Context: an optimization exercise on an open-source flow, tuned for small area, a short achievable clock period and few clock cycles per item. The choices shown serve that exercise and are no tape-out recipe.
RTL that was checked went through simulation tests only; none was proved equivalent to the original.
The RTL of run 1 was laid out without a check of its function.

[design/flow/design.v]
module csg_mix (
  input  logic        clk,
  input  logic        rst_n,
  input  logic        adv,
  input  logic        c_v,
  input  logic [4:0]  c_s,
  input  logic [9:0]  c_a,
  input  logic [3:0]  c_n,
  input  logic        c_sg,
  output logic        f_v,
  output logic signed [15:0] f_sum
);
  logic        p_sg;
  logic [9:0]  p_at;
  logic [24:0] p_g0, p_g1, p_g2, p_t, p_s1, p_c1, p_r0s, p_r0c, p_d;
  logic [10:0] p_dhi;
  logic [18:0] p_td;
  logic        p_cp, p_cm;
  always_comb begin
    p_sg = c_sg;
    p_at = p_sg ? ~c_a : c_a;
    case (p_at[2:0])
      3'd0: p_g0 = 25'h0;
      3'd1: p_g0 = 25'h12ba;
      3'd2: p_g0 = 25'h2573;
      3'd3: p_g0 = 25'h382d;
      3'd4: p_g0 = 25'h4ae7;
      3'd5: p_g0 = 25'h5da1;
      3'd6: p_g0 = 25'h705a;
      3'd7: p_g0 = 25'h8314;
      default: p_g0 = '0;
    endcase
    case (p_at[5:3])
      3'd0: p_g1 = 25'h0;
      3'd1: p_g1 = 25'h95ce;
      3'd2: p_g1 = 25'h12b9b;
      3'd3: p_g1 = 25'h1c169;
      3'd4: p_g1 = 25'h25736;
      3'd5: p_g1 = 25'h2ed04;
      3'd6: p_g1 = 25'h382d2;
      3'd7: p_g1 = 25'h4189f;
      default: p_g1 = '0;
    endcase
    case (p_at[8:6])
      3'd0: p_g2 = 25'h0;
      3'd1: p_g2 = 25'h4ae6d;
      3'd2: p_g2 = 25'h95cda;
      3'd3: p_g2 = 25'he0b46;
      3'd4: p_g2 = 25'h12b9b3;
      3'd5: p_g2 = 25'h176820;
      3'd6: p_g2 = 25'h1c168d;
      3'd7: p_g2 = 25'h20c4fa;
      default: p_g2 = '0;
    endcase
    case ({p_sg, c_n, c_a[9]})
      6'd0: p_t = 25'h1ed464d;
      6'd1: p_t = 25'h12b9b3;
      6'd2: p_t = 25'h1ee1d16;
      6'd3: p_t = 25'h13907c;
      6'd4: p_t = 25'h1eef3df;
      6'd5: p_t = 25'h146745;
      6'd6: p_t = 25'h1efcaa8;
      6'd7: p_t = 25'h153e0e;
      6'd8: p_t = 25'h1f0a171;
      6'd9: p_t = 25'h1614d7;
      6'd10: p_t = 25'h1f1783a;
      6'd11: p_t = 25'h16eba0;
      6'd12: p_t = 25'h1f24f03;
      6'd13: p_t = 25'h17c269;
      6'd14: p_t = 25'h1f325cc;
      6'd15: p_t = 25'h189932;
      6'd16: p_t = 25'h1f3fc95;
      6'd17: p_t = 25'h196ffb;
      6'd18: p_t = 25'h1f4d35e;
      6'd19: p_t = 25'h1a46c4;
      6'd20: p_t = 25'h1f5aa27;
      6'd21: p_t = 25'h1b1d8d;
      6'd22: p_t = 25'h1f680f0;
      6'd23: p_t = 25'h1bf456;
      6'd24: p_t = 25'h1f757b9;
      6'd25: p_t = 25'h1ccb1f;
      6'd26: p_t = 25'h1f82e82;
      6'd27: p_t = 25'h1da1e8;
      6'd28: p_t = 25'h1f9054b;
      6'd29: p_t = 25'h1e78b1;
      6'd30: p_t = 25'h1f9dc14;
      6'd31: p_t = 25'h1f4f7a;
      6'd32: p_t = 25'h1ed5907;
      6'd33: p_t = 25'h1ed5907;
      6'd34: p_t = 25'h1ec823e;
      6'd35: p_t = 25'h1ec823e;
      6'd36: p_t = 25'h1ebab75;
      6'd37: p_t = 25'h1ebab75;
      6'd38: p_t = 25'h1ead4ac;
      6'd39: p_t = 25'h1ead4ac;
      6'd40: p_t = 25'h1e9fde3;
      6'd41: p_t = 25'h1e9fde3;
      6'd42: p_t = 25'h1e9271a;
      6'd43: p_t = 25'h1e9271a;
      6'd44: p_t = 25'h1e85051;
      6'd45: p_t = 25'h1e85051;
      6'd46: p_t = 25'h1e77988;
      6'd47: p_t = 25'h1e77988;
      6'd48: p_t = 25'h1e6a2bf;
      6'd49: p_t = 25'h1e6a2bf;
      6'd50: p_t = 25'h1e5cbf6;
      6'd51: p_t = 25'h1e5cbf6;
      6'd52: p_t = 25'h1e4f52d;
      6'd53: p_t = 25'h1e4f52d;
      6'd54: p_t = 25'h1e41e64;
      6'd55: p_t = 25'h1e41e64;
      6'd56: p_t = 25'h1e3479b;
      6'd57: p_t = 25'h1e3479b;
      6'd58: p_t = 25'h1e270d2;
      6'd59: p_t = 25'h1e270d2;
      6'd60: p_t = 25'h1e19a09;
      6'd61: p_t = 25'h1e19a09;
      6'd62: p_t = 25'h1e0c340;
      6'd63: p_t = 25'h1e0c340;
      default: p_t = '0;
    endcase
    case (c_n)
      4'd0: p_td = 19'h47c13;
      4'd1: p_td = 19'h4878c;
      4'd2: p_td = 19'h49304;
      4'd3: p_td = 19'h49e7c;
      4'd4: p_td = 19'h4a9f5;
      4'd5: p_td = 19'h4b56d;
      4'd6: p_td = 19'h4c0e5;
      4'd7: p_td = 19'h4cc5e;
      4'd8: p_td = 19'h4d7d6;
      4'd9: p_td = 19'h4e34f;
      4'd10: p_td = 19'h4eec7;
      4'd11: p_td = 19'h4fa3f;
      4'd12: p_td = 19'h505b8;
      4'd13: p_td = 19'h51130;
      4'd14: p_td = 19'h51ca9;
      4'd15: p_td = 19'h52821;
      default: p_td = '0;
    endcase
    p_s1  = p_g0 ^ p_g1 ^ p_g2;
    p_c1  = ((p_g0 & p_g1) | (p_g0 & p_g2) | (p_g1 & p_g2)) << 1;
    p_r0s = p_s1 ^ p_c1 ^ p_t;
    p_r0c = ((p_s1 & p_c1) | (p_s1 & p_t) | (p_c1 & p_t)) << 1;
    p_dhi = p_td[18:8] + {1'b0, c_a};
    p_d   = {3'd0, p_dhi, p_td[7:0], 3'd0};
    p_cp = 1'b0;
    p_cm = 1'b0;
    case ({c_a, c_n})
      14'd671: p_cm = 1'b1;
      14'd1325: p_cm = 1'b1;
      14'd1788: p_cm = 1'b1;
      14'd2107: p_cp = 1'b1;
      14'd3768: p_cm = 1'b1;
      14'd4779: p_cp = 1'b1;
      14'd4893: p_cm = 1'b1;
      14'd5277: p_cm = 1'b1;
      14'd5844: p_cp = 1'b1;
      14'd6918: p_cm = 1'b1;
      14'd7222: p_cm = 1'b1;
      14'd7417: p_cm = 1'b1;
      default: ;
    endcase
  end
  logic [24:0] r0_s, r0_c;
  logic r0_p, r0_n;
  logic [24:0] r1_s, r1_c;
  logic r1_p, r1_n;
  logic [24:0] r2_s, r2_c;
  logic r2_p, r2_n;
  logic [24:0] r3_s, r3_c;
  logic r3_p, r3_n;
  logic [24:0] r4_s, r4_c;
  logic r4_p, r4_n;
  logic [24:0] r5_s, r5_c;
  logic r5_p, r5_n;
  logic [24:0] r6_s, r6_c;
  logic r6_p, r6_n;
  logic [24:0] r7_s, r7_c;
  logic r7_p, r7_n;
  logic [24:0] r8_s, r8_c;
  logic r8_p, r8_n;
  logic [24:0] r9_s, r9_c;
  logic r9_p, r9_n;
  logic [24:0] r10_s, r10_c;
  logic r10_p, r10_n;
  logic [24:0] r11_s, r11_c;
  logic r11_p, r11_n;
  logic [24:0] r12_s, r12_c;
  logic r12_p, r12_n;
  csg_div #(.WT(25), .L(22), .T(1)) u_srt0 (.s_in(p_r0s), .c_in(p_r0c), .d_in(p_d),
    .s_out(r0_s), .c_out(r0_c), .qp(r0_p), .qn(r0_n));
  csg_div #(.WT(25), .L(22), .T(2)) u_srt1 (.s_in(r0_s), .c_in(r0_c), .d_in(p_d),
    .s_out(r1_s), .c_out(r1_c), .qp(r1_p), .qn(r1_n));
  logic b0_v, b0_sg, b0_cp, b0_cm;
  logic [4:0] b0_sq;
  logic [24:0] b0_s, b0_c, b0_d;
  logic [1:0] b0_qp, b0_qn;
  always_ff @(posedge clk) begin
    if (!rst_n) b0_v <= 1'b0;
    else if (adv) b0_v <= c_v;
  end
  always_ff @(posedge clk) begin
    if (adv) begin
      b0_s[24:2] <= r1_s[24:2];
      b0_c[24:2] <= r1_c[24:2];
      b0_d[21:3] <= p_d[21:3];
      b0_sg <= p_sg;
      b0_sq <= c_s;
      b0_cp <= p_cp;
      b0_cm <= p_cm;
      b0_qp <= {r0_p, r1_p};
      b0_qn <= {r0_n, r1_n};
    end
  end
  assign b0_s[1:0] = '0;
  assign b0_c[1:0] = '0;
  assign b0_d[24:22] = '0;
  assign b0_d[2:0] = '0;
  csg_div #(.WT(25), .L(22), .T(3)) u_srt2 (.s_in(b0_s), .c_in(b0_c), .d_in(b0_d),
    .s_out(r2_s), .c_out(r2_c), .qp(r2_p), .qn(r2_n));
  csg_div #(.WT(25), .L(22), .T(4)) u_srt3 (.s_in(r2_s), .c_in(r2_c), .d_in(b0_d),
    .s_out(r3_s), .c_out(r3_c), .qp(r3_p), .qn(r3_n));
  logic b1_v, b1_sg, b1_cp, b1_cm;
  logic [4:0] b1_sq;
  logic [24:0] b1_s, b1_c, b1_d;
  logic [3:0] b1_qp, b1_qn;
  always_ff @(posedge clk) begin
    if (!rst_n) b1_v <= 1'b0;
    else if (adv) b1_v <= b0_v;
  end
  always_ff @(posedge clk) begin
    if (adv) begin
      b1_s[24:4] <= r3_s[24:4];
      b1_c[24:4] <= r3_c[24:4];
      b1_d[21:5] <= b0_d[21:5];
      b1_sg <= b0_sg;
      b1_sq <= b0_sq;
      b1_cp <= b0_cp;
      b1_cm <= b0_cm;
      b1_qp <= {b0_qp, r2_p, r3_p};
      b1_qn <= {b0_qn, r2_n, r3_n};
    end
  end
  assign b1_s[3:0] = '0;
  assign b1_c[3:0] = '0;
  assign b1_d[24:22] = '0;
  assign b1_d[4:0] = '0;
  csg_div #(.WT(25), .L(22), .T(5)) u_srt4 (.s_in(b1_s), .c_in(b1_c), .d_in(b1_d),
    .s_out(r4_s), .c_out(r4_c), .qp(r4_p), .qn(r4_n));
  csg_div #(.WT(25), .L(22), .T(6)) u_srt5 (.s_in(r4_s), .c_in(r4_c), .d_in(b1_d),
    .s_out(r5_s), .c_out(r5_c), .qp(r5_p), .qn(r5_n));
  logic b2_v, b2_sg, b2_cp, b2_cm;
  logic [4:0] b2_sq;
  logic [24:0] b2_s, b2_c, b2_d;
  logic [5:0] b2_qp, b2_qn;
  always_ff @(posedge clk) begin
    if (!rst_n) b2_v <= 1'b0;
    else if (adv) b2_v <= b1_v;
  end
  always_ff @(posedge clk) begin
    if (adv) begin
      b2_s[24:6] <= r5_s[24:6];
      b2_c[24:6] <= r5_c[24:6];
      b2_d[21:7] <= b1_d[21:7];
      b2_sg <= b1_sg;
      b2_sq <= b1_sq;
      b2_cp <= b1_cp;
      b2_cm <= b1_cm;
      b2_qp <= {b1_qp, r4_p, r5_p};
      b2_qn <= {b1_qn, r4_n, r5_n};
    end
  end
  assign b2_s[5:0] = '0;
  assign b2_c[5:0] = '0;
  assign b2_d[24:22] = '0;
  assign b2_d[6:0] = '0;
  csg_div #(.WT(25), .L(22), .T(7)) u_srt6 (.s_in(b2_s), .c_in(b2_c), .d_in(b2_d),
    .s_out(r6_s), .c_out(r6_c), .qp(r6_p), .qn(r6_n));
  csg_div #(.WT(25), .L(22), .T(8)) u_srt7 (.s_in(r6_s), .c_in(r6_c), .d_in(b2_d),
    .s_out(r7_s), .c_out(r7_c), .qp(r7_p), .qn(r7_n));
  logic b3_v, b3_sg, b3_cp, b3_cm;
  logic [4:0] b3_sq;
  logic [24:0] b3_s, b3_c, b3_d;
  logic [7:0] b3_qp, b3_qn;
  always_ff @(posedge clk) begin
    if (!rst_n) b3_v <= 1'b0;
    else if (adv) b3_v <= b2_v;
  end
  always_ff @(posedge clk) begin
    if (adv) begin
      b3_s[24:8] <= r7_s[24:8];
      b3_c[24:8] <= r7_c[24:8];
      b3_d[21:9] <= b2_d[21:9];
      b3_sg <= b2_sg;
      b3_sq <= b2_sq;
      b3_cp <= b2_cp;
      b3_cm <= b2_cm;
      b3_qp <= {b2_qp, r6_p, r7_p};
      b3_qn <= {b2_qn, r6_n, r7_n};
    end
  end
  assign b3_s[7:0] = '0;
  assign b3_c[7:0] = '0;
  assign b3_d[24:22] = '0;
  assign b3_d[8:0] = '0;
  csg_div #(.WT(25), .L(22), .T(9)) u_srt8 (.s_in(b3_s), .c_in(b3_c), .d_in(b3_d),
    .s_out(r8_s), .c_out(r8_c), .qp(r8_p), .qn(r8_n));
  csg_div #(.WT(25), .L(22), .T(10)) u_srt9 (.s_in(r8_s), .c_in(r8_c), .d_in(b3_d),
    .s_out(r9_s), .c_out(r9_c), .qp(r9_p), .qn(r9_n));
  logic b4_v, b4_sg, b4_cp, b4_cm;
  logic [4:0] b4_sq;
  logic [24:0] b4_s, b4_c, b4_d;
  logic [9:0] b4_qp, b4_qn;
  always_ff @(posedge clk) begin
    if (!rst_n) b4_v <= 1'b0;
    else if (adv) b4_v <= b3_v;
  end
  always_ff @(posedge clk) begin
    if (adv) begin
      b4_s[24:10] <= r9_s[24:10];
      b4_c[24:10] <= r9_c[24:10];
      b4_d[21:11] <= b3_d[21:11];
      b4_sg <= b3_sg;
      b4_sq <= b3_sq;
      b4_cp <= b3_cp;
      b4_cm <= b3_cm;
      b4_qp <= {b3_qp, r8_p, r9_p};
      b4_qn <= {b3_qn, r8_n, r9_n};
    end
  end
  assign b4_s[9:0] = '0;
  assign b4_c[9:0] = '0;
  assign b4_d[24:22] = '0;
  assign b4_d[10:0] = '0;
  csg_div #(.WT(25), .L(22), .T(11)) u_srt10 (.s_in(b4_s), .c_in(b4_c), .d_in(b4_d),
    .s_out(r10_s), .c_out(r10_c), .qp(r10_p), .qn(r10_n));
  csg_div #(.WT(25), .L(22), .T(12)) u_srt11 (.s_in(r10_s), .c_in(r10_c), .d_in(b4_d),
    .s_out(r11_s), .c_out(r11_c), .qp(r11_p), .qn(r11_n));
  logic b5_v, b5_sg, b5_cp, b5_cm;
  logic [4:0] b5_sq;
  logic [24:0] b5_s, b5_c, b5_d;
  logic [11:0] b5_qp, b5_qn;
  always_ff @(posedge clk) begin
    if (!rst_n) b5_v <= 1'b0;
    else if (adv) b5_v <= b4_v;
  end
  always_ff @(posedge clk) begin
    if (adv) begin
      b5_s[24:12] <= r11_s[24:12];
      b5_c[24:12] <= r11_c[24:12];
      b5_d[21:13] <= b4_d[21:13];
      b5_sg <= b4_sg;
      b5_sq <= b4_sq;
      b5_cp <= b4_cp;
      b5_cm <= b4_cm;
      b5_qp <= {b4_qp, r10_p, r11_p};
      b5_qn <= {b4_qn, r10_n, r11_n};
    end
  end
  assign b5_s[11:0] = '0;
  assign b5_c[11:0] = '0;
  assign b5_d[24:22] = '0;
  assign b5_d[12:0] = '0;
  csg_div #(.WT(25), .L(22), .T(13)) u_srt12 (.s_in(b5_s), .c_in(b5_c), .d_in(b5_d),
    .s_out(r12_s), .c_out(r12_c), .qp(r12_p), .qn(r12_n));
  logic b6_v, b6_sg, b6_cp, b6_cm;
  logic [4:0] b6_sq;
  logic [24:0] b6_s, b6_c, b6_d;
  logic [12:0] b6_qp, b6_qn;
  always_ff @(posedge clk) begin
    if (!rst_n) b6_v <= 1'b0;
    else if (adv) b6_v <= b5_v;
  end
  always_ff @(posedge clk) begin
    if (adv) begin
      b6_s[24:13] <= r12_s[24:13];
      b6_c[24:13] <= r12_c[24:13];
      b6_sg <= b5_sg;
      b6_sq <= b5_sq;
      b6_cp <= b5_cp;
      b6_cm <= b5_cm;
      b6_qp <= {b5_qp, r12_p};
      b6_qn <= {b5_qn, r12_n};
    end
  end
  assign b6_s[12:0] = '0;
  assign b6_c[12:0] = '0;
  assign b6_d = '0;
  logic [24:0] f_rem;
  logic        f_neg;
  logic [15:0] f_x, f_y, f_ka, f_kb, f_a, f_b, f_p;
  logic [11:0] f_psq;
  always_comb begin
    f_rem = b6_s + b6_c;
    f_neg = f_rem[24];
    f_x   = b6_sg ? ~{3'b0, b6_qp} : {3'b0, b6_qp};
    f_y   = b6_sg ? {3'b0, b6_qn} : ~{3'b0, b6_qn};
    case ({b6_sg, b6_cp, b6_cm})
      3'b010:  begin f_ka = 16'd2; f_kb = 16'd1; end
      3'b001:  begin f_ka = 16'd0; f_kb = 16'hffff; end
      3'b110:  begin f_ka = 16'd0; f_kb = 16'd1; end
      3'b101:  begin f_ka = 16'd2; f_kb = 16'd3; end
      3'b100:  begin f_ka = 16'd1; f_kb = 16'd2; end
      default: begin f_ka = 16'd1; f_kb = 16'd0; end
    endcase
    f_p   = {4'b0, f_psq} + f_x + f_y;
    f_a   = f_p + f_ka;
    f_b   = f_p + f_kb;
    f_sum = f_neg ? f_b : f_a;
  end
  always_comb begin
    case (b6_sq)
      5'd0: f_psq = 12'd0;
      5'd1: f_psq = 12'd139;
      5'd2: f_psq = 12'd276;
      5'd3: f_psq = 12'd409;
      5'd4: f_psq = 12'd539;
      5'd5: f_psq = 12'd666;
      5'd6: f_psq = 12'd790;
      5'd7: f_psq = 12'd912;
      5'd8: f_psq = 12'd1030;
      5'd9: f_psq = 12'd1146;
      5'd10: f_psq = 12'd1260;
      5'd11: f_psq = 12'd1371;
      5'd12: f_psq = 12'd1480;
      5'd13: f_psq = 12'd1586;
      5'd14: f_psq = 12'd1690;
      5'd15: f_psq = 12'd1792;
      5'd16: f_psq = 12'd1892;
      5'd17: f_psq = 12'd1990;
      5'd18: f_psq = 12'd2086;
      5'd19: f_psq = 12'd2179;
      5'd20: f_psq = 12'd2272;
      5'd21: f_psq = 12'd2362;
      5'd22: f_psq = 12'd2450;
      5'd23: f_psq = 12'd2537;
      5'd24: f_psq = 12'd2622;
      5'd25: f_psq = 12'd2706;
      5'd26: f_psq = 12'd2788;
      5'd27: f_psq = 12'd2868;
      5'd28: f_psq = 12'd2947;
      5'd29: f_psq = 12'd3025;
      5'd30: f_psq = 12'd3101;
      5'd31: f_psq = 12'd0;
      default: f_psq = '0;
    endcase
  end
  assign f_v = b6_v;
endmodule
module csg_div #(
  parameter integer WT = 25,
  parameter integer L  = 22,
  parameter integer T  = 1
) (
  input  logic [WT-1:0] s_in,
  input  logic [WT-1:0] c_in,
  input  logic [WT-1:0] d_in,
  output logic [WT-1:0] s_out,
  output logic [WT-1:0] c_out,
  output logic          qp,
  output logic          qn
);
  localparam logic [WT-1:0] MASK = {WT{1'b1}} << T;
  logic [WT-1:0] s2, c2, dj, y, mj;
  logic [WT-L:0] ea, eb, est;
  logic          neg, zer;
  always_comb begin
    s2  = {s_in[WT-2:0], 1'b0} & MASK;
    c2  = {c_in[WT-2:0], 1'b0} & MASK;
    dj  = d_in & MASK;
    ea  = s2[WT-1:L-1];
    eb  = c2[WT-1:L-1];
    est = ea + eb;
    neg = est[WT-L];
    zer = &(ea ^ eb);            
    qp  = !neg;
    qn  = neg && !zer;
    y   = {WT{!zer}} & (neg ? dj : (~dj & MASK));
    mj  = (s2 & c2) | (s2 & y) | (c2 & y);
    s_out = s2 ^ c2 ^ y;
    c_out = {mj[WT-2:0], 1'b0} | (WT'(qp) << T);
  end
endmodule
module chiptune_sound_generator (
  input  logic        clk,
  input  logic        rst_n,
  input  logic        in_valid,
  output logic        in_stall,
  input  logic [1:0]  in_kind,
  input  logic [1:0]  in_voice,
  input  logic [23:0] in_phase_step,
  input  logic [3:0]  in_noise_rate,
  output logic        out_valid,
  input  logic        out_stall,
  output logic signed [15:0] out_sample,
  input  logic        psel,
  input  logic        penable,
  input  logic        pwrite,
  input  logic [4:0]  paddr,
  input  logic [31:0] pwdata,
  output logic [31:0] prdata,
  output logic        pready
);
  localparam logic [31:0] DUTY_ROWS = {8'b1111_1001, 8'b0001_1110,
                                       8'b0000_0110, 8'b0000_0010};
  localparam logic [191:0] NOISE_PERIODS = {
    12'd4068, 12'd2034, 12'd1016, 12'd762, 12'd508, 12'd380, 12'd254, 12'd202,
    12'd160, 12'd128, 12'd96, 12'd64, 12'd32, 12'd16, 12'd8, 12'd4};
  function automatic logic [8:0] env_step(input logic [8:0] e, input logic [3:0] period);
    logic [8:0] r;
    r = e;
    if (e[0]) begin
      r = {4'd15, period, 1'b0};
    end else if (e[8:5] != 4'd0) begin
      if (e[4:1] <= 4'd1) begin
        r[4:1] = period;
        r[8:5] = e[8:5] - 4'd1;
      end else begin
        r[4:1] = e[4:1] - 4'd1;
      end
    end
    env_step = r;
  endfunction
  logic [1:0] duty_a_r, duty_b_r;
  logic [3:0] env_per0_r, env_per1_r, env_per2_r;
  logic [23:0] sq_phase0_r, sq_phase1_r, sq_step0_r, sq_step1_r;
  logic [23:0] tri_phase_r, tri_step_r;
  logic        tri_on_r;
  logic [8:0]  env0_r, env1_r, env2_r;
  logic [14:0] nz_shift_r;
  logic [3:0]  nz_rate_r;
  logic [11:0] nz_count_r;
  logic        o_kv;
  logic [15:0] o_ks;
  logic        out_valid_r;
  logic signed [15:0] out_sample_r;
  logic [3:0]  prdata_r;
  logic in_acc, cfg_wr, adv, cap;
  assign in_stall = o_kv;
  assign in_acc   = in_valid && !o_kv;
  assign cap      = in_acc && (in_kind == 2'd0);
  assign pready   = 1'b1;
  assign cfg_wr   = psel && penable && pwrite;
  assign out_valid  = out_valid_r;
  assign out_sample = out_sample_r;
  assign adv      = !o_kv;
  always_ff @(posedge clk) begin
    if (!rst_n) begin
      duty_a_r   <= 2'd1;
      duty_b_r   <= 2'd2;
      env_per0_r <= 4'd12;
      env_per1_r <= 4'd9;
      env_per2_r <= 4'd2;
    end else if (cfg_wr) begin
      case (paddr[4:2])
        3'd0: duty_a_r   <= pwdata[1:0];
        3'd1: duty_b_r   <= pwdata[1:0];
        3'd2: env_per0_r <= pwdata[3:0];
        3'd3: env_per1_r <= pwdata[3:0];
        3'd4: env_per2_r <= pwdata[3:0];
        default: ;
      endcase
    end
  end
  always_ff @(posedge clk) begin
    case (paddr[4:2])
      3'd0: prdata_r <= {2'd0, duty_a_r};
      3'd1: prdata_r <= {2'd0, duty_b_r};
      3'd2: prdata_r <= env_per0_r;
      3'd3: prdata_r <= env_per1_r;
      3'd4: prdata_r <= env_per2_r;
      default: prdata_r <= 4'd0;
    endcase
  end
  assign prdata = {28'd0, prdata_r};
  logic [3:0]  lvl_a, lvl_b, lvl_n;
  logic [9:0]  tri_a;
  logic [12:0] nz_c;
  logic        nz_clk;
  logic [14:0] nz_shift_nxt;
  logic [4:0]  s_new;
  always_comb begin
    lvl_a = DUTY_ROWS[{duty_a_r, sq_phase0_r[23:21]}] ? env0_r[8:5] : 4'd0;
    lvl_b = DUTY_ROWS[{duty_b_r, sq_phase1_r[23:21]}] ? env1_r[8:5] : 4'd0;
    s_new = 5'(lvl_a) + 5'(lvl_b);
    if (!tri_on_r)            tri_a = 10'd256;
    else if (tri_phase_r[23]) tri_a = {1'b0, tri_phase_r[22:14]};
    else tri_a = 10'd512 - (10'(tri_phase_r[22:14]) + 10'(|tri_phase_r[13:0]));
    nz_c   = {1'b0, nz_count_r} + 13'd1;
    nz_clk = nz_c >= {1'b0, NOISE_PERIODS[12*nz_rate_r +: 12]};
    nz_shift_nxt = nz_clk ? {nz_shift_r[0] ^ nz_shift_r[1], nz_shift_r[14:1]} : nz_shift_r;
    lvl_n  = nz_shift_nxt[0] ? env2_r[8:5] : 4'd0;
  end
  always_ff @(posedge clk) begin
    if (!rst_n) begin
      sq_phase0_r <= '0;
      sq_phase1_r <= '0;
      sq_step0_r  <= '0;
      sq_step1_r  <= '0;
      tri_phase_r <= '0;
      tri_step_r  <= '0;
      tri_on_r    <= 1'b1;
      env0_r      <= 9'd1;
      env1_r      <= 9'd1;
      env2_r      <= 9'd1;
      nz_shift_r  <= '0;
      nz_rate_r   <= '0;
      nz_count_r  <= '0;
    end else if (in_acc) begin
      case (in_kind)
        2'd0: begin
          sq_phase0_r <= sq_phase0_r + sq_step0_r;
          sq_phase1_r <= sq_phase1_r + sq_step1_r;
          if (tri_on_r) tri_phase_r <= tri_phase_r + tri_step_r;
          nz_shift_r <= nz_shift_nxt;
          nz_count_r <= nz_clk ? 12'd0 : nz_c[11:0];
        end
        2'd1: begin
          env0_r <= env_step(env0_r, env_per0_r);
          env1_r <= env_step(env1_r, env_per1_r);
          env2_r <= env_step(env2_r, env_per2_r);
        end
        2'd2: begin
          case (in_voice)
            2'd0: begin
              sq_step0_r  <= in_phase_step;
              sq_phase0_r <= '0;
              env0_r[0]   <= 1'b1;
            end
            2'd1: begin
              sq_step1_r  <= in_phase_step;
              sq_phase1_r <= '0;
              env1_r[0]   <= 1'b1;
            end
            2'd2: begin
              tri_on_r    <= 1'b1;
              tri_step_r  <= in_phase_step;
              tri_phase_r <= '0;
            end
            default: begin
              nz_shift_r <= 15'd1;
              nz_rate_r  <= in_noise_rate;
              env2_r[0]  <= 1'b1;
            end
          endcase
        end
        default: begin
          case (in_voice)
            2'd0: env0_r[8:5] <= 4'd0;
            2'd1: env1_r[8:5] <= 4'd0;
            2'd2: tri_on_r <= 1'b0;
            default: env2_r[8:5] <= 4'd0;
          endcase
        end
      endcase
    end
  end
  logic       c_v;
  logic       o_free;
  logic [4:0] c_s;
  logic [9:0] c_a;
  logic [3:0] c_n;
  logic       c_sg;
  logic [10:0] sg_sum;
  logic       sg_new;
  always_comb begin
    case (env2_r[8:5])
      4'd0: sg_sum = {1'b0, tri_a} + 11'h700;
      4'd1: sg_sum = {1'b0, tri_a} + 11'h70b;
      4'd2: sg_sum = {1'b0, tri_a} + 11'h716;
      4'd3: sg_sum = {1'b0, tri_a} + 11'h722;
      4'd4: sg_sum = {1'b0, tri_a} + 11'h72d;
      4'd5: sg_sum = {1'b0, tri_a} + 11'h739;
      4'd6: sg_sum = {1'b0, tri_a} + 11'h744;
      4'd7: sg_sum = {1'b0, tri_a} + 11'h750;
      4'd8: sg_sum = {1'b0, tri_a} + 11'h75b;
      4'd9: sg_sum = {1'b0, tri_a} + 11'h767;
      4'd10: sg_sum = {1'b0, tri_a} + 11'h772;
      4'd11: sg_sum = {1'b0, tri_a} + 11'h77e;
      4'd12: sg_sum = {1'b0, tri_a} + 11'h789;
      4'd13: sg_sum = {1'b0, tri_a} + 11'h795;
      4'd14: sg_sum = {1'b0, tri_a} + 11'h7a0;
      4'd15: sg_sum = {1'b0, tri_a} + 11'h7ac;
      default: sg_sum = '0;
    endcase
    sg_new = nz_shift_nxt[0] ? sg_sum[10] : (tri_a[9:8] == 2'd0);
  end
  always_ff @(posedge clk) begin
    if (!rst_n)   c_v <= 1'b0;
    else if (adv) c_v <= cap;
  end
  always_ff @(posedge clk) begin
    if (adv) begin
      c_s  <= s_new;
      c_a  <= tri_a;
      c_n  <= lvl_n;
      c_sg <= sg_new;
    end
  end
  logic        f_v;
  logic signed [15:0] f_sum;
  csg_mix u_mix (.clk(clk), .rst_n(rst_n), .adv(adv), .c_v(c_v), .c_s(c_s), .c_a(c_a),
                 .c_n(c_n), .c_sg(c_sg), .f_v(f_v), .f_sum(f_sum));
  assign o_free = !out_valid_r || !out_stall;
  always_ff @(posedge clk) begin
    if (!rst_n) begin
      out_valid_r <= 1'b0;
      o_kv        <= 1'b0;
    end else if (o_free) begin
      out_valid_r <= o_kv || f_v;
      o_kv        <= 1'b0;
    end else if (adv && f_v) begin
      o_kv        <= 1'b1;
    end
  end
  always_ff @(posedge clk) begin
    if (o_free) out_sample_r <= o_kv ? o_ks : f_sum;
    if (!o_free && adv) o_ks <= f_sum;
  end
endmodule
[design/flow/constraint.sdc]
create_clock -name core_clock -period 10.0 [get_ports {clk}]
set_input_delay 2.0000 -clock core_clock [delete_from_list [all_inputs] [get_ports {clk}]]
set_output_delay 2.0000 -clock core_clock [all_outputs]
set_load 0.01 [all_outputs]
[design/flow/run.sh]
#!/bin/bash
# synth_recipe.tcl (not shown) runs the flow's synth.tcl, then flattens the netlist and writes it again
# the make line also repeats each setting of config.mk as NAME=value (left out here)
make -C /OpenROAD-flow-scripts/flow DESIGN_CONFIG=/design/flow/config.mk WORK_HOME=/design/flow/orfs CLKGATE_MAP_FILE= SYNTH_SCRIPT=/design/flow/synth_recipe.tcl finish
[design/flow/config.mk]
export PLATFORM = sky130hd
export DESIGN_NAME = chiptune_sound_generator
export DESIGN_NICKNAME = chiptune_sound_generator
export VERILOG_FILES = /design/flow/design.v
export SDC_FILE = /design/flow/constraint.sdc
export NUM_CORES = 4
export LEC_CHECK = 0
export ABC_AREA = 1
export ABC_CLOCK_PERIOD_IN_PS = 4000
export CAP_MARGIN = 20
export CORE_MARGIN = 2
export CORE_UTILIZATION = 40
export CTS_BUF_LIST = sky130_fd_sc_hd__clkbuf_4 sky130_fd_sc_hd__clkbuf_8
export SETUP_SLACK_MARGIN = 5
export SLEW_MARGIN = 20
==> results of run 1 <==
## cell type report
cell class	count	area (um^2)	area share
inverters	762	2890	0.0538
clock inverters	54	477	0.00887
well taps	1536	1920	0.0358
repair inverters	2	10.0	0.000186
clock buffers	188	2340	0.0435
flip-flops and latches	784	20900	0.389
multi-input cells	3526	23700	0.442
repair buffers	148	1440	0.0268
diodes	1	2.50	0.0000466
## layout by cell type (no fill, tap or decap), types with 14 or more instances in the layout
master             n
a211oi_1          16
a21oi_1          423
a31oi_1           17
buf_4             66
clkbuf_4          40
clkbuf_8         149
clkdlybuf4s50_1   66
clkinv_1          17
clkinv_2          19
clkinvlp_4        14
conb_1            29
dfxtp_1          260
edfxtp_1         523
fa_1             251
ha_1             262
inv_1            735
inv_2             15
nand2_1          925
nand2_2           32
nand3_1          398
nand3_2           29
nand3b_1          17
nand4_1           45
nor2_1           324
nor3_1            37
o211ai_1          27
o21ai_0          398
or2_2             22
xnor2_1           36
xor2_1            54
## layer usage
metal	GRT usage	wire length [um]	up-vias
met1	0.251	52300	16800
met4	0.0583	2650	0
met2	0.320	54800	773
met3	0.0244	4440	174
li1	-	-	17700
met5	0	0	-
## cells by family after synthesis
| group | synth area share |
|---|---|
| simple gates | 0.169 |
| xor+xnor | 0.0181 |
| compound gates | 0.111 |
| buf+inv | 0.0785 |
| fa+ha+maj | 0.182 |
| other cells | 0.000158 |
| flops | 0.441 |
## through the flow
stage	hold WS, ps	util	cell area, um^2	worst slack, ps
finish	409	0.456	53700	4720
CTS	405	0.452	53300	4800
global route	414	0.456	53700	4540
detailed placement	405	0.421	49600	3240
floorplan	400	-	47700	4990
global placement	400	0.421	49600	3240
## state kept, by name, summed over array words and instances, names as in the netlist, 14 cells and up
signal        cells
sq_step0_r       24
u_mix.b0_s       22
u_mix.b3_s       16
tri_step_r       24
sq_phase0_r      24
u_mix.p_td       16
u_mix.b0_c       21
sq_phase1_r      24
u_mix.b3_c       15
tri_phase_r      24
sq_step1_r       24
u_mix.b2_c       17
out_sample_r     16
u_mix.b1_c       19
u_mix.b1_s       20
u_mix.b2_d       15
u_mix.b2_s       18
o_ks             16
u_mix.b4_s       14
u_mix.b0_d       19
u_mix.b1_d       17
nz_shift_r       15
## repair_timing
item                                    CTS  global route
gates cloned                             11             4
pin swaps                                24            42
hold endpoints to repair                  0             0
endpoints found under the setup margin   65           115
setup buffers                            36            11
gates resized for setup                  85            62
## how the worst max path moves through the flow
stage	start	endpoint	slack, ps
CTS	c_sg	u_mix.b0_s[11]	4800
floorplan	c_sg	u_mix.b0_s[10]	4990
detailed placement	c_n[3]	u_mix.b0_s[8]	3240
finish	c_sg	u_mix.b0_s[9]	4720
global route	c_sg	u_mix.b0_s[18]	4540
global placement	c_n[3]	u_mix.b0_s[6]	3240
## worst max-delay path: cells and delay by family, from the launching register on
family / cells / cell delay, ps
adders and majority gates: 7 / 2230
and+or+nand+nor: 12 / 1010
buffers and inverters: 8 / 780
DFF: 1 / 430
xor gates and xnor gates: 2 / 380
AOI/OAI and AO/OA: 2 / 120
==> qor.txt, run 1 <==
Worst Min Path Start: u_mix.b5_qp[5]
pin count of the biggest net entering global routing: 122
die width: 348 um
Clock Latency Late Sink: 810 ps
Final setup viols: 0
reg2reg start: c_sg
Root Driver: clkbuf_8
hold path endpoint: u_mix.b6_qp[6]
Initial Util: 0.402
routed length per instance: 16.3 um
status: finished clean
Max-slew headroom: 0.320
count leader, synth: nand2_1
R2R Setup Slk: 4720 ps
first-pass GRT wire length: 185 mm
Distinct cells, synth: 67
drt total wl: 114 mm
Setup TNS: 0 ps
post-synthesis cell area: 47500 um^2
core box area: 118000 um^2
Layout Cells excl Fill: 7001
hold depth: 0
critical path's largest stage delay: 590 ps
RSZ-0062 raised after global routing: yes
R2R cell count: 31
Final period util: 0.528
Seq/Total Area, Yosys: 0.441
layout cells sized above 1: 0.0908
maximum clock rate: 190 MHz
Clk pin slew, worst setup/hold paths: 80 ps
Slew Viols, Final: 0
Syn Area/Cell: 9.11 um^2
Net count, final: 5968
total of fill cells in the finished design: 11.2k
Post-synth EDFFs: 523
Cell Rows: 126
Req. time, crit path: 10500 ps
final hold vios: 0
Placed Instances: 6695
CTS Sinks: 784
final antenna-violating net count: 0
ys async rst share: 0
Hold Crit Class: reg2reg
synth-to-layout area growth: 13.2%
Setup Crit Path Kind: reg2reg
worst path arrival time: 5770 ps
drt via density: 5.06
ranking of synthesized cells by area: edfxtp_1, dfxtp_1, fa_1
Cells after Synth: 5212
Top FF cell, synth: edfxtp_1
flops & latches, synth: 784
initial antenna violation count: 5
critical path fanouts, max: 8
synth warn: 41
clock period minus final worst setup slack: 5280 ps
I/O pins: 127
synth cell count leaders: nand2_1, inv_1, edfxtp_1
Vias: 35.4k
Slowest-stage cell, CP: fa_1
clk buf depth: 3
die area: 121000 um^2
Hold Buf Count CTS: 0
Residual DRC: 0
post-DP HPWL: 83.7 mm
vias in the first global route: 34.7k
Max Cap Violations: 0
Setup crit start kind: register
Routability Congestion: 0.893
Reg2Reg Capture Point: u_mix.b0_s[9]
GR Overflow Total: 0
Slew @ Worst Pin: 1020 ps
Die Y: 348 um
I/O Buffers: 67
initial detailed-routing violation count: 2528
# H-tree levels: 4
GRT Total Usage: 0.189
drt first pass iters: 5
Clock Skews: 47.5 ps
total CTS buffers: 135
leading area contributor after synthesis: edfxtp_1
post-synth top area share: 0.331
most used cell, CP: inv_2
crit path capture type: register
CTS tree: done
==> inputs of run 2 (changes only) <==
--- a/design/flow/design.v
+++ b/design/flow/design.v
@@ -192,4 +192,2 @@
     .s_out(r0_s), .c_out(r0_c), .qp(r0_p), .qn(r0_n));
-  csg_div #(.WT(25), .L(22), .T(2)) u_srt1 (.s_in(r0_s), .c_in(r0_c), .d_in(p_d),
-    .s_out(r1_s), .c_out(r1_c), .qp(r1_p), .qn(r1_n));
   logic b0_v, b0_sg, b0_cp, b0_cm;
@@ -197,3 +195,3 @@
   logic [24:0] b0_s, b0_c, b0_d;
-  logic [1:0] b0_qp, b0_qn;
+  logic [0:0] b0_qp, b0_qn;
   always_ff @(posedge clk) begin
@@ -204,5 +202,5 @@
     if (adv) begin
-      b0_s[24:2] <= r1_s[24:2];
-      b0_c[24:2] <= r1_c[24:2];
-      b0_d[21:3] <= p_d[21:3];
+      b0_s[24:1] <= r0_s[24:1];
+      b0_c[24:1] <= r0_c[24:1];
+      b0_d[21:2] <= p_d[21:2];
       b0_sg <= p_sg;
@@ -211,14 +209,14 @@
       b0_cm <= p_cm;
-      b0_qp <= {r0_p, r1_p};
-      b0_qn <= {r0_n, r1_n};
+      b0_qp <= {r0_p};
+      b0_qn <= {r0_n};
     end
   end
-  assign b0_s[1:0] = '0;
-  assign b0_c[1:0] = '0;
+  assign b0_s[0:0] = '0;
+  assign b0_c[0:0] = '0;
   assign b0_d[24:22] = '0;
-  assign b0_d[2:0] = '0;
-  csg_div #(.WT(25), .L(22), .T(3)) u_srt2 (.s_in(b0_s), .c_in(b0_c), .d_in(b0_d),
+  assign b0_d[1:0] = '0;
+  csg_div #(.WT(25), .L(22), .T(2)) u_srt1 (.s_in(b0_s), .c_in(b0_c), .d_in(b0_d),
+    .s_out(r1_s), .c_out(r1_c), .qp(r1_p), .qn(r1_n));
+  csg_div #(.WT(25), .L(22), .T(3)) u_srt2 (.s_in(r1_s), .c_in(r1_c), .d_in(b0_d),
     .s_out(r2_s), .c_out(r2_c), .qp(r2_p), .qn(r2_n));
-  csg_div #(.WT(25), .L(22), .T(4)) u_srt3 (.s_in(r2_s), .c_in(r2_c), .d_in(b0_d),
-    .s_out(r3_s), .c_out(r3_c), .qp(r3_p), .qn(r3_n));
   logic b1_v, b1_sg, b1_cp, b1_cm;
@@ -226,3 +224,3 @@
   logic [24:0] b1_s, b1_c, b1_d;
-  logic [3:0] b1_qp, b1_qn;
+  logic [2:0] b1_qp, b1_qn;
   always_ff @(posedge clk) begin
@@ -233,5 +231,5 @@
     if (adv) begin
-      b1_s[24:4] <= r3_s[24:4];
-      b1_c[24:4] <= r3_c[24:4];
-      b1_d[21:5] <= b0_d[21:5];
+      b1_s[24:3] <= r2_s[24:3];
+      b1_c[24:3] <= r2_c[24:3];
+      b1_d[21:4] <= b0_d[21:4];
       b1_sg <= b0_sg;
@@ -240,14 +238,14 @@
       b1_cm <= b0_cm;
-      b1_qp <= {b0_qp, r2_p, r3_p};
-      b1_qn <= {b0_qn, r2_n, r3_n};
+      b1_qp <= {b0_qp, r1_p, r2_p};
+      b1_qn <= {b0_qn, r1_n, r2_n};
     end
   end
-  assign b1_s[3:0] = '0;
-  assign b1_c[3:0] = '0;
+  assign b1_s[2:0] = '0;
+  assign b1_c[2:0] = '0;
   assign b1_d[24:22] = '0;
-  assign b1_d[4:0] = '0;
-  csg_div #(.WT(25), .L(22), .T(5)) u_srt4 (.s_in(b1_s), .c_in(b1_c), .d_in(b1_d),
+  assign b1_d[3:0] = '0;
+  csg_div #(.WT(25), .L(22), .T(4)) u_srt3 (.s_in(b1_s), .c_in(b1_c), .d_in(b1_d),
+    .s_out(r3_s), .c_out(r3_c), .qp(r3_p), .qn(r3_n));
+  csg_div #(.WT(25), .L(22), .T(5)) u_srt4 (.s_in(r3_s), .c_in(r3_c), .d_in(b1_d),
     .s_out(r4_s), .c_out(r4_c), .qp(r4_p), .qn(r4_n));
-  csg_div #(.WT(25), .L(22), .T(6)) u_srt5 (.s_in(r4_s), .c_in(r4_c), .d_in(b1_d),
-    .s_out(r5_s), .c_out(r5_c), .qp(r5_p), .qn(r5_n));
   logic b2_v, b2_sg, b2_cp, b2_cm;
@@ -255,3 +253,3 @@
   logic [24:0] b2_s, b2_c, b2_d;
-  logic [5:0] b2_qp, b2_qn;
+  logic [4:0] b2_qp, b2_qn;
   always_ff @(posedge clk) begin
@@ -262,5 +260,5 @@
     if (adv) begin
-      b2_s[24:6] <= r5_s[24:6];
-      b2_c[24:6] <= r5_c[24:6];
-      b2_d[21:7] <= b1_d[21:7];
+      b2_s[24:5] <= r4_s[24:5];
+      b2_c[24:5] <= r4_c[24:5];
+      b2_d[21:6] <= b1_d[21:6];
       b2_sg <= b1_sg;
@@ -269,14 +267,14 @@
       b2_cm <= b1_cm;
-      b2_qp <= {b1_qp, r4_p, r5_p};
-      b2_qn <= {b1_qn, r4_n, r5_n};
+      b2_qp <= {b1_qp, r3_p, r4_p};
+      b2_qn <= {b1_qn, r3_n, r4_n};
     end
   end
-  assign b2_s[5:0] = '0;
-  assign b2_c[5:0] = '0;
+  assign b2_s[4:0] = '0;
+  assign b2_c[4:0] = '0;
   assign b2_d[24:22] = '0;
-  assign b2_d[6:0] = '0;
-  csg_div #(.WT(25), .L(22), .T(7)) u_srt6 (.s_in(b2_s), .c_in(b2_c), .d_in(b2_d),
+  assign b2_d[5:0] = '0;
+  csg_div #(.WT(25), .L(22), .T(6)) u_srt5 (.s_in(b2_s), .c_in(b2_c), .d_in(b2_d),
+    .s_out(r5_s), .c_out(r5_c), .qp(r5_p), .qn(r5_n));
+  csg_div #(.WT(25), .L(22), .T(7)) u_srt6 (.s_in(r5_s), .c_in(r5_c), .d_in(b2_d),
     .s_out(r6_s), .c_out(r6_c), .qp(r6_p), .qn(r6_n));
-  csg_div #(.WT(25), .L(22), .T(8)) u_srt7 (.s_in(r6_s), .c_in(r6_c), .d_in(b2_d),
-    .s_out(r7_s), .c_out(r7_c), .qp(r7_p), .qn(r7_n));
   logic b3_v, b3_sg, b3_cp, b3_cm;
@@ -284,3 +282,3 @@
   logic [24:0] b3_s, b3_c, b3_d;
-  logic [7:0] b3_qp, b3_qn;
+  logic [6:0] b3_qp, b3_qn;
   always_ff @(posedge clk) begin
@@ -291,5 +289,5 @@
     if (adv) begin
-      b3_s[24:8] <= r7_s[24:8];
-      b3_c[24:8] <= r7_c[24:8];
-      b3_d[21:9] <= b2_d[21:9];
+      b3_s[24:7] <= r6_s[24:7];
+      b3_c[24:7] <= r6_c[24:7];
+      b3_d[21:8] <= b2_d[21:8];
       b3_sg <= b2_sg;
@@ -298,14 +296,14 @@
       b3_cm <= b2_cm;
-      b3_qp <= {b2_qp, r6_p, r7_p};
-      b3_qn <= {b2_qn, r6_n, r7_n};
+      b3_qp <= {b2_qp, r5_p, r6_p};
+      b3_qn <= {b2_qn, r5_n, r6_n};
     end
   end
-  assign b3_s[7:0] = '0;
-  assign b3_c[7:0] = '0;
+  assign b3_s[6:0] = '0;
+  assign b3_c[6:0] = '0;
   assign b3_d[24:22] = '0;
-  assign b3_d[8:0] = '0;
-  csg_div #(.WT(25), .L(22), .T(9)) u_srt8 (.s_in(b3_s), .c_in(b3_c), .d_in(b3_d),
+  assign b3_d[7:0] = '0;
+  csg_div #(.WT(25), .L(22), .T(8)) u_srt7 (.s_in(b3_s), .c_in(b3_c), .d_in(b3_d),
+    .s_out(r7_s), .c_out(r7_c), .qp(r7_p), .qn(r7_n));
+  csg_div #(.WT(25), .L(22), .T(9)) u_srt8 (.s_in(r7_s), .c_in(r7_c), .d_in(b3_d),
     .s_out(r8_s), .c_out(r8_c), .qp(r8_p), .qn(r8_n));
-  csg_div #(.WT(25), .L(22), .T(10)) u_srt9 (.s_in(r8_s), .c_in(r8_c), .d_in(b3_d),
-    .s_out(r9_s), .c_out(r9_c), .qp(r9_p), .qn(r9_n));
   logic b4_v, b4_sg, b4_cp, b4_cm;
@@ -313,3 +311,3 @@
   logic [24:0] b4_s, b4_c, b4_d;
-  logic [9:0] b4_qp, b4_qn;
+  logic [8:0] b4_qp, b4_qn;
   always_ff @(posedge clk) begin
@@ -320,5 +318,5 @@
     if (adv) begin
-      b4_s[24:10] <= r9_s[24:10];
-      b4_c[24:10] <= r9_c[24:10];
-      b4_d[21:11] <= b3_d[21:11];
+      b4_s[24:9] <= r8_s[24:9];
+      b4_c[24:9] <= r8_c[24:9];
+      b4_d[21:10] <= b3_d[21:10];
       b4_sg <= b3_sg;
@@ -327,14 +325,14 @@
       b4_cm <= b3_cm;
-      b4_qp <= {b3_qp, r8_p, r9_p};
-      b4_qn <= {b3_qn, r8_n, r9_n};
+      b4_qp <= {b3_qp, r7_p, r8_p};
+      b4_qn <= {b3_qn, r7_n, r8_n};
     end
   end
-  assign b4_s[9:0] = '0;
-  assign b4_c[9:0] = '0;
+  assign b4_s[8:0] = '0;
+  assign b4_c[8:0] = '0;
   assign b4_d[24:22] = '0;
-  assign b4_d[10:0] = '0;
-  csg_div #(.WT(25), .L(22), .T(11)) u_srt10 (.s_in(b4_s), .c_in(b4_c), .d_in(b4_d),
+  assign b4_d[9:0] = '0;
+  csg_div #(.WT(25), .L(22), .T(10)) u_srt9 (.s_in(b4_s), .c_in(b4_c), .d_in(b4_d),
+    .s_out(r9_s), .c_out(r9_c), .qp(r9_p), .qn(r9_n));
+  csg_div #(.WT(25), .L(22), .T(11)) u_srt10 (.s_in(r9_s), .c_in(r9_c), .d_in(b4_d),
     .s_out(r10_s), .c_out(r10_c), .qp(r10_p), .qn(r10_n));
-  csg_div #(.WT(25), .L(22), .T(12)) u_srt11 (.s_in(r10_s), .c_in(r10_c), .d_in(b4_d),
-    .s_out(r11_s), .c_out(r11_c), .qp(r11_p), .qn(r11_n));
   logic b5_v, b5_sg, b5_cp, b5_cm;
@@ -342,3 +340,3 @@
   logic [24:0] b5_s, b5_c, b5_d;
-  logic [11:0] b5_qp, b5_qn;
+  logic [10:0] b5_qp, b5_qn;
   always_ff @(posedge clk) begin
@@ -349,5 +347,5 @@
     if (adv) begin
-      b5_s[24:12] <= r11_s[24:12];
-      b5_c[24:12] <= r11_c[24:12];
-      b5_d[21:13] <= b4_d[21:13];
+      b5_s[24:11] <= r10_s[24:11];
+      b5_c[24:11] <= r10_c[24:11];
+      b5_d[21:12] <= b4_d[21:12];
       b5_sg <= b4_sg;
@@ -356,11 +354,13 @@
       b5_cm <= b4_cm;
-      b5_qp <= {b4_qp, r10_p, r11_p};
-      b5_qn <= {b4_qn, r10_n, r11_n};
+      b5_qp <= {b4_qp, r9_p, r10_p};
+      b5_qn <= {b4_qn, r9_n, r10_n};
     end
   end
-  assign b5_s[11:0] = '0;
-  assign b5_c[11:0] = '0;
+  assign b5_s[10:0] = '0;
+  assign b5_c[10:0] = '0;
   assign b5_d[24:22] = '0;
-  assign b5_d[12:0] = '0;
-  csg_div #(.WT(25), .L(22), .T(13)) u_srt12 (.s_in(b5_s), .c_in(b5_c), .d_in(b5_d),
+  assign b5_d[11:0] = '0;
+  csg_div #(.WT(25), .L(22), .T(12)) u_srt11 (.s_in(b5_s), .c_in(b5_c), .d_in(b5_d),
+    .s_out(r11_s), .c_out(r11_c), .qp(r11_p), .qn(r11_n));
+  csg_div #(.WT(25), .L(22), .T(13)) u_srt12 (.s_in(r11_s), .c_in(r11_c), .d_in(b5_d),
     .s_out(r12_s), .c_out(r12_c), .qp(r12_p), .qn(r12_n));
@@ -382,4 +382,4 @@
       b6_cm <= b5_cm;
-      b6_qp <= {b5_qp, r12_p};
-      b6_qn <= {b5_qn, r12_n};
+      b6_qp <= {b5_qp, r11_p, r12_p};
+      b6_qn <= {b5_qn, r11_n, r12_n};
     end
--- a/design/flow/config.mk
+++ b/design/flow/config.mk
@@ -12,3 +12,3 @@
 export CORE_UTILIZATION = 40
-export CTS_BUF_LIST = sky130_fd_sc_hd__clkbuf_4 sky130_fd_sc_hd__clkbuf_8
+export CTS_CLUSTER_SIZE = 40
 export SETUP_SLACK_MARGIN = 5
==> run 2 against run 1 <==
Compared with the run above: fmax is 12% higher; non-clock buffer count is 46 lower; utilization is 0.81 points lower; worst setup slack better by 560 ps; largest cell class unchanged; worst hold slack worse by 12 ps; via count is 2.8% lower; critical path depth is 16 lower; clock skew hardly changed; still clean; synthesized area is 0.71% higher.
==> qor.txt, run 2 <==
clk buf depth: 3 (unchanged)
clock period minus final worst setup slack: 4720 ps (was 5280 ps)
initial antenna violation count: 1 (was 5)
Req. time, crit path: 10380 ps (was 10500 ps)
Cell Rows: 126 (unchanged)
layout cells sized above 1: 0.0519 (was 0.0908)
final hold vios: 0 (unchanged)
Setup Crit Path Kind: reg2reg (unchanged)
Final period util: 0.472 (was 0.528)
Slew @ Worst Pin: 981 ps (was 1020 ps)
Core Util, Final: 0.448 (was 0.456)
Storage cell area: 21100 um^2 (was 20900 um^2)
Root Driver: clkbuf_16 (was clkbuf_8)
die width: 350 um (was 348 um)
hold path endpoint: u_mix.b4_qp[7] (was u_mix.b6_qp[6])
ys async rst share: 0 (unchanged)
Clk pin slew, worst setup/hold paths: 60 ps (was 80 ps)
CTS Sinks: 789 (was 784)
crit path capture type: register (unchanged)
Final Instance Area: 52900 um^2 (was 53700 um^2)
post-DP HPWL: 82.2 mm (was 83.7 mm)
total of fill cells in the finished design: 11.3k (was 11.2k)
post-synth top area share: 0.332 (was 0.331)
Cells after Synth: 5142 (was 5212)
synth-to-layout area growth: 10.7% (was 13.2%)
multi-input logic area: 23400 um^2 (was 23700 um^2)
Max Cap Violations: 0 (unchanged)
final antenna-violating net count: 0 (unchanged)
Initial Util: 0.404 (was 0.402)
most used cell, CP: fa_1 (was inv_2)
initial detailed-routing violation count: 2253 (was 2528)
total CTS buffers: 88 (was 135)
Max-slew headroom: 0.346 (was 0.320)
Net count, final: 5794 (was 5968)
I/O pins: 127 (unchanged)
Setup TNS: 0 ps (unchanged)
Die Y: 350 um (was 348 um)
reg2reg start: c_n[3] (was c_sg)
critical path fanouts, max: 17 (was 8)
die area: 122000 um^2 (was 121000 um^2)
routed length per instance: 16.0 um (was 16.3 um)
Clock Skews: 48.0 ps (was 47.5 ps)
core box area: 118000 um^2 (about the same)
drt first pass iters: 7 (was 5)
flops & latches, synth: 789 (was 784)
hold depth: 0 (unchanged)
Final setup viols: 0 (unchanged)
crit-path cells: nor2_2 -> inv_1 -> a21oi_1 -> a221o_1 -> o22ai_1 -> fa_1 -> ha_1 -> a31oi_1 -> or2_1 -> nand2_1 -> nor2_4 -> clkinvlp_4 -> buf_4 -> o21ai_0 -> fa_1
I/O Buffers: 67 (unchanged)
drt via density: 5.07 (was 5.06)
Seq/Total Area, Yosys: 0.441 (about the same)
GR Overflow Total: 0 (unchanged)
Clock Latency Late Sink: 670 ps (was 810 ps)
GRT Total Usage: 0.178 (was 0.189)
DP Area: 49800 um^2 (was 49600 um^2)
Vias: 34.4k (was 35.4k)
CTS tree: done (unchanged)
# H-tree levels: 3 (was 4)
Top FF cell, synth: edfxtp_1 (unchanged)
maximum clock rate: 212 MHz (was 190 MHz)
R2R cell count: 15 (was 31)
Hold Buf Count CTS: 0 (unchanged)
worst path arrival time: 5100 ps (was 5770 ps)
Slowest-stage cell, CP: edfxtp_1 (was fa_1)
Residual DRC: 0 (unchanged)
post-synthesis cell area: 47800 um^2 (was 47500 um^2)
count leader, synth: nand2_1 (unchanged)
status: finished clean (unchanged)
Post-synth EDFFs: 528 (was 523)
synth cell count leaders: nand2_1, inv_1, edfxtp_1 (unchanged)
Reg2Reg Capture Point: u_mix.b0_s[3] (was u_mix.b0_s[9])
Worst Min Path Start: u_mix.b3_qp[5] (was u_mix.b5_qp[5])
pin count of the biggest net entering global routing: 123 (was 122)
commonest non-fill, non-tap cell in the layout: nand2_1 (unchanged)
synth warn: 41 (unchanged)
Distinct cells, synth: 73 (was 67)
drt total wl: 109 mm (was 114 mm)
ranking of synthesized cells by area: edfxtp_1, fa_1, dfxtp_1 (was edfxtp_1, dfxtp_1, fa_1)
Syn Area/Cell: 9.30 um^2 (was 9.11 um^2)
Hold Crit Class: reg2reg (unchanged)
Slew Viols, Final: 0 (unchanged)
first-pass GRT wire length: 177 mm (was 185 mm)
R2R Setup Slk: 5280 ps (was 4720 ps)
vias in the first global route: 33.4k (was 34.7k)
critical path's largest stage delay: 690 ps (was 590 ps)
Setup crit start kind: register (unchanged)
commonest non-fill, non-tap cells in the layout: nand2_1, inv_1, edfxtp_1, o21ai_0, a21oi_1 (was nand2_1, inv_1, edfxtp_1, a21oi_1)
RSZ-0062 raised after global routing: yes (unchanged)
Routability Congestion: 0.897 (was 0.893)
leading area contributor after synthesis: edfxtp_1 (unchanged)
==> run 2: critical path: cells and delay by family (launching register included) <==
family / cells / cell delay (ps)
compound gates: 5 / 990
simple gates: 4 / 980
buf+inv: 3 / 640
flops: 1 / 690
fa+ha+maj: 3 / 1150
==> run 2: layout make-up <==
type / count / area share
Tap cell: 1536 / 0.0363
Antenna cell: 1 / 0.0000473
Multi-Input combinational cell: 3520 / 0.442
Sequential cell: 789 / 0.398
Timing Repair Buffer: 102 / 0.0180
Clock inverter: 43 / 0.00924
Clock buffer: 118 / 0.0468
Inverter: 685 / 0.0489
==> run 2: worst max-delay path by stage <==
stage | depth (start not counted) | start | end
after global placement | 15 | c_n[2] | u_mix.b0_s[21]
after CTS | 14 | u_mix.b2_c[22] | u_mix.b3_s[7]
after detailed placement | 15 | c_n[2] | u_mix.b0_s[5]
after global routing | 15 | c_n[3] | u_mix.b0_s[5]
after floorplan | 3 | o_kv | c_a[0]
final | 15 | c_n[3] | u_mix.b0_s[3]
==> run 2: cells by family (layout without fill, tap and decap cells) <==
group / count (synthesis) / count (layout) / share of synthesized area
and+or+nand+nor: 1860 / 1862 / 0.172
AOI/OAI and AO/OA: 1005 / 1005 / 0.115
buffers and inverters: 862 / 948 / 0.0734
DFF: 789 / 789 / 0.441
adders and majority gates: 532 / 532 / 0.181
xor gates and xnor gates: 91 / 91 / 0.0167
other: 2 / 30 / 0.000157
muxes: 1 / 1 / 0.000209
==> run 2: metal layers <==
layer / GRT usage / vias up / share of wire
li1: - / 17400 / -
met1: 0.235 / 16300 / 0.45
met2: 0.307 / 661 / 0.48
met3: 0.0216 / 153 / 0.037
met4: 0.0541 / 0 / 0.027
met5: 0 / - / 0
==> run 2: through the flow <==
step                instances  worst slack (ps)  hold slack, ps
detailed placement       6624              4350             405
CTS                      6789              5000             392
global route             6794              5000             393
floorplan                5169              5080             400
finish                   6794              5280             396
global placement         6624              4220             400
==> run 2: repair_timing <==
| action | in CTS | in global routing |
|---|---|---|
| buffers inserted | 3 | 3 |
| pin swaps | 0 | 2 |
| gates cloned | 1 | 1 |
| resized for setup | 8 | 13 |
| setup endpoints to repair | 85 | 94 |
Testbench counts of run 2, summed over its fixed seeds: cycles 9,670, items 7,530.
==> inputs of run 3 (changes only) <==
--- a/design/flow/config.mk
+++ b/design/flow/config.mk
@@ -12,3 +12,3 @@
 export CORE_UTILIZATION = 40
-export CTS_CLUSTER_SIZE = 40
+export CTS_BUF_LIST = sky130_fd_sc_hd__clkbuf_4 sky130_fd_sc_hd__clkbuf_8
 export SETUP_SLACK_MARGIN = 5
==> run 3 against run 2 <==
Compared with the run above: worst hold slack got worse by 12 ps; sequential cell count did not move; fmax rose by 0.20%; synthesized cell count did not move; utilization barely moved; non-clock buffer count did not move; register-to-register slack barely moved; critical path type unchanged; largest cell class unchanged.
==> qor.txt, run 3 <==
clock period minus final worst setup slack: 4710 ps (was 4720 ps)
Max-slew headroom: 0.344 (was 0.346)
post-synth top area share: 0.332 (unchanged)
Top FF cell, synth: edfxtp_1 (unchanged)
final antenna-violating net count: 0 (unchanged)
GRT Total Usage: 0.180 (was 0.178)
total of fill cells in the finished design: 11.4k (was 11.3k)
crit path capture type: register (unchanged)
Slew Viols, Final: 0 (unchanged)
synth cell count leaders: nand2_1, inv_1, edfxtp_1 (unchanged)
Syn Area/Cell: 9.30 um^2 (unchanged)
Residual DRC: 0 (unchanged)
ys async rst share: 0 (unchanged)
commonest non-fill, non-tap cells in the layout: nand2_1, inv_1, edfxtp_1, o21ai_0, a21oi_1 (unchanged)
GR Overflow Total: 0 (unchanged)
clk buf depth: 3 (unchanged)
Clock Skews: 49.9 ps (was 48.0 ps)
Post-synth EDFFs: 528 (unchanged)
Final setup viols: 0 (unchanged)
Net count, final: 5843 (was 5794)
Routability Congestion: 0.897 (unchanged)
CTS Sinks: 789 (unchanged)
worst path arrival time: 5260 ps (was 5100 ps)
RSZ-0062 raised after global routing: no (was yes)
drt via density: 5.06 (was 5.07)
critical path fanouts, max: 17 (unchanged)
Top Usage Layer GRT: met2 (unchanged)
Root Driver: clkbuf_8 (was clkbuf_16)
pin count of the biggest net entering global routing: 123 (unchanged)
combinational family with the most area after synthesis: adder cells (unchanged)
Slew @ Worst Pin: 971 ps (was 981 ps)
post-synthesis cell area: 47800 um^2 (unchanged)
R2R Setup Slk: 5290 ps (was 5280 ps)
Setup TNS: 0 ps (unchanged)
flops & latches, synth: 789 (unchanged)
post-DP HPWL: 82.2 mm (unchanged)
CTS tree: done (unchanged)
layout cells sized above 1: 0.0705 (was 0.0519)
die width: 350 um (unchanged)
Hold Buf Count CTS: 0 (unchanged)
Max Cap Violations: 0 (unchanged)
Cell Rows: 126 (unchanged)
met2 GRT Util: 0.308 (was 0.307)
Clock Latency Late Sink: 830 ps (was 670 ps)
initial detailed-routing violation count: 2192 (was 2253)
status: finished clean (unchanged)
drt first pass iters: 5 (was 7)
adder and majority cell fraction of the synthesized area: 0.181 (unchanged)
met1 Use GR: 0.233 (was 0.235)
M3 GR Usage: 0.0260 (was 0.0216)
initial antenna violation count: 2 (was 1)
Vias: 34.8k (was 34.4k)
first-pass GRT wire length: 178 mm (was 177 mm)
synth-to-layout area growth: 10.7% (about the same)
die area: 122000 um^2 (unchanged)
Initial Util: 0.404 (unchanged)
Setup crit start kind: register (unchanged)
Req. time, crit path: 10550 ps (was 10380 ps)
Synth Area in XOR/XNOR: 0.0167 (unchanged)
post-synthesis simple-gate area fraction: 0.172 (unchanged)
commonest non-fill, non-tap cell in the layout: nand2_1 (unchanged)
drt total wl: 110 mm (was 109 mm)
ranking of synthesized cells by area: edfxtp_1, fa_1, dfxtp_1 (unchanged)
Cells after Synth: 5142 (unchanged)
I/O Buffers: 67 (unchanged)
vias in the first global route: 33.9k (was 33.4k)
Distinct cells, synth: 73 (unchanged)
final hold vios: 0 (unchanged)
maximum clock rate: 212 MHz (about the same)
total CTS buffers: 137 (was 88)
leading area contributor after synthesis: edfxtp_1 (unchanged)
synth warn: 41 (unchanged)
mux contribution to synthesized area: 0.000209 (unchanged)
Hold Crit Class: reg2reg (unchanged)
# H-tree levels: 4 (was 3)
Final period util: 0.471 (was 0.472)
routed length per instance: 15.9 um (was 16.0 um)
Clk pin slew, worst setup/hold paths: 60 ps (about the same)
post-synthesis compound-gate area fraction: 0.115 (unchanged)
Setup Crit Path Kind: reg2reg (unchanged)
core box area: 118000 um^2 (unchanged)
Die Y: 350 um (unchanged)
count leader, synth: nand2_1 (unchanged)
I/O pins: 127 (unchanged)
Seq/Total Area, Yosys: 0.441 (unchanged)
run 3: cell counts after synthesis:
Identical to the previous run, type by type.
run 3: cells by family after synthesis:
family | after synthesis
AND/OR/NAND/NOR | 1860
AO/OA/AOI/OAI | 1005
buffers and inverters | 862
flip-flops | 789
adder cells (fa/ha/maj) | 532
XOR/XNOR | 91
other | 2
multiplexers | 1
run 3: final timing paths:
check,start,end,depth (start not counted)
worst max register to register,c_n[3],u_mix.b0_s[21],14
worst min register to register,u_mix.b2_cp,u_mix.b3_cp,0
worst min-delay path,u_mix.b2_cp,u_mix.b3_cp,0
worst max-delay path,c_n[3],u_mix.b0_s[21],14
run 3: timing repair:
action	in CTS	in global routing
resized for setup	10	12
pin swaps	0	2
cloned	1	1
endpoints found under the setup margin	88	74
setup buffers	3	3
run 3: stage by stage:
stage / hold slack [ps] / instance area [um^2] / utilization / worst slack (ps) / cells
6_report: 384 / 52900 / 0.447 / 5290 / 6883
3_3_place_gp: 400 / 49800 / 0.421 / 4220 / 6624
4_1_cts: 376 / 52800 / 0.447 / 5110 / 6877
5_1_grt: 381 / 52900 / 0.447 / 5010 / 6883
3_5_place_dp: 405 / 49800 / 0.421 / 4350 / 6624
2_1_floorplan: 400 / 47900 / - / 5080 / 5169
run 3: worst max-delay path, cell delays in order, from the launching register on:
cell and delay [ps]:
edfxtp_1 700, nand2_2 330, clkinv_1 350, a221o_1 450
o22ai_1 390, fa_1 320, ha_1 160, a31oi_1 90
or2_1 210, nand2_1 160, nand2_2 140, inv_1 380
nor2_1 80, a21oi_1 230, fa_1 440
run 3: final cells by class:
| type | count | area (um^2) | area share |
|---|---|---|---|
| antenna | 2 | 5.00 | 0.0000946 |
| clock buffer | 201 | 2480 | 0.0470 |
| clock inverter | 48 | 455 | 0.00861 |
| inverter | 685 | 2590 | 0.0489 |
| multi-input combinational | 3520 | 23400 | 0.443 |
| sequential | 789 | 21100 | 0.399 |
| tap | 1536 | 1920 | 0.0363 |
| timing repair buffer | 102 | 941 | 0.0178 |
run 3: metal layers:
layer	wire [um]	part of all wire	up-vias
met5	0	0	-
met4	2940	0.027	0
met3	4530	0.041	197
met2	53000	0.48	709
met1	49300	0.45	16400
li1	-	-	17500

[what the ideal ports hide]
The results above use ideal ports. As a check the final layouts listed here were re-extracted and re-timed, cells and wires unchanged. Step 1 (the two cells are an assumption about what drives the block):
set clk [get_ports {clk}]
set_driving_cell -lib_cell sky130_fd_sc_hd__clkbuf_16 $clk
set_driving_cell -lib_cell sky130_fd_sc_hd__buf_2 [delete_from_list [all_inputs] $clk]
Step 2 adds t to the input delays and takes it off the output delays; t is the mean of the earliest and latest rising clock arrival at the registers after step 1. Input paths then give back, and output paths get back, about the clock's delay inside the block. Three values: ideal, step 1, step 2; two values: the first two.
| run | t, ns | slack for setup (ns) | pins driven straight from the clock port |
|---|---|---|---|
| run 1 | 0.847 | 4.725 / 4.725 / 4.725 | 1 |
| run 2 | 0.708 | 5.281 / 5.281 / 5.281 | 1 |
| run 3 | 0.880 | 5.290 / 5.290 / 5.290 | 1 |
After both steps every run listed still meets setup and hold.
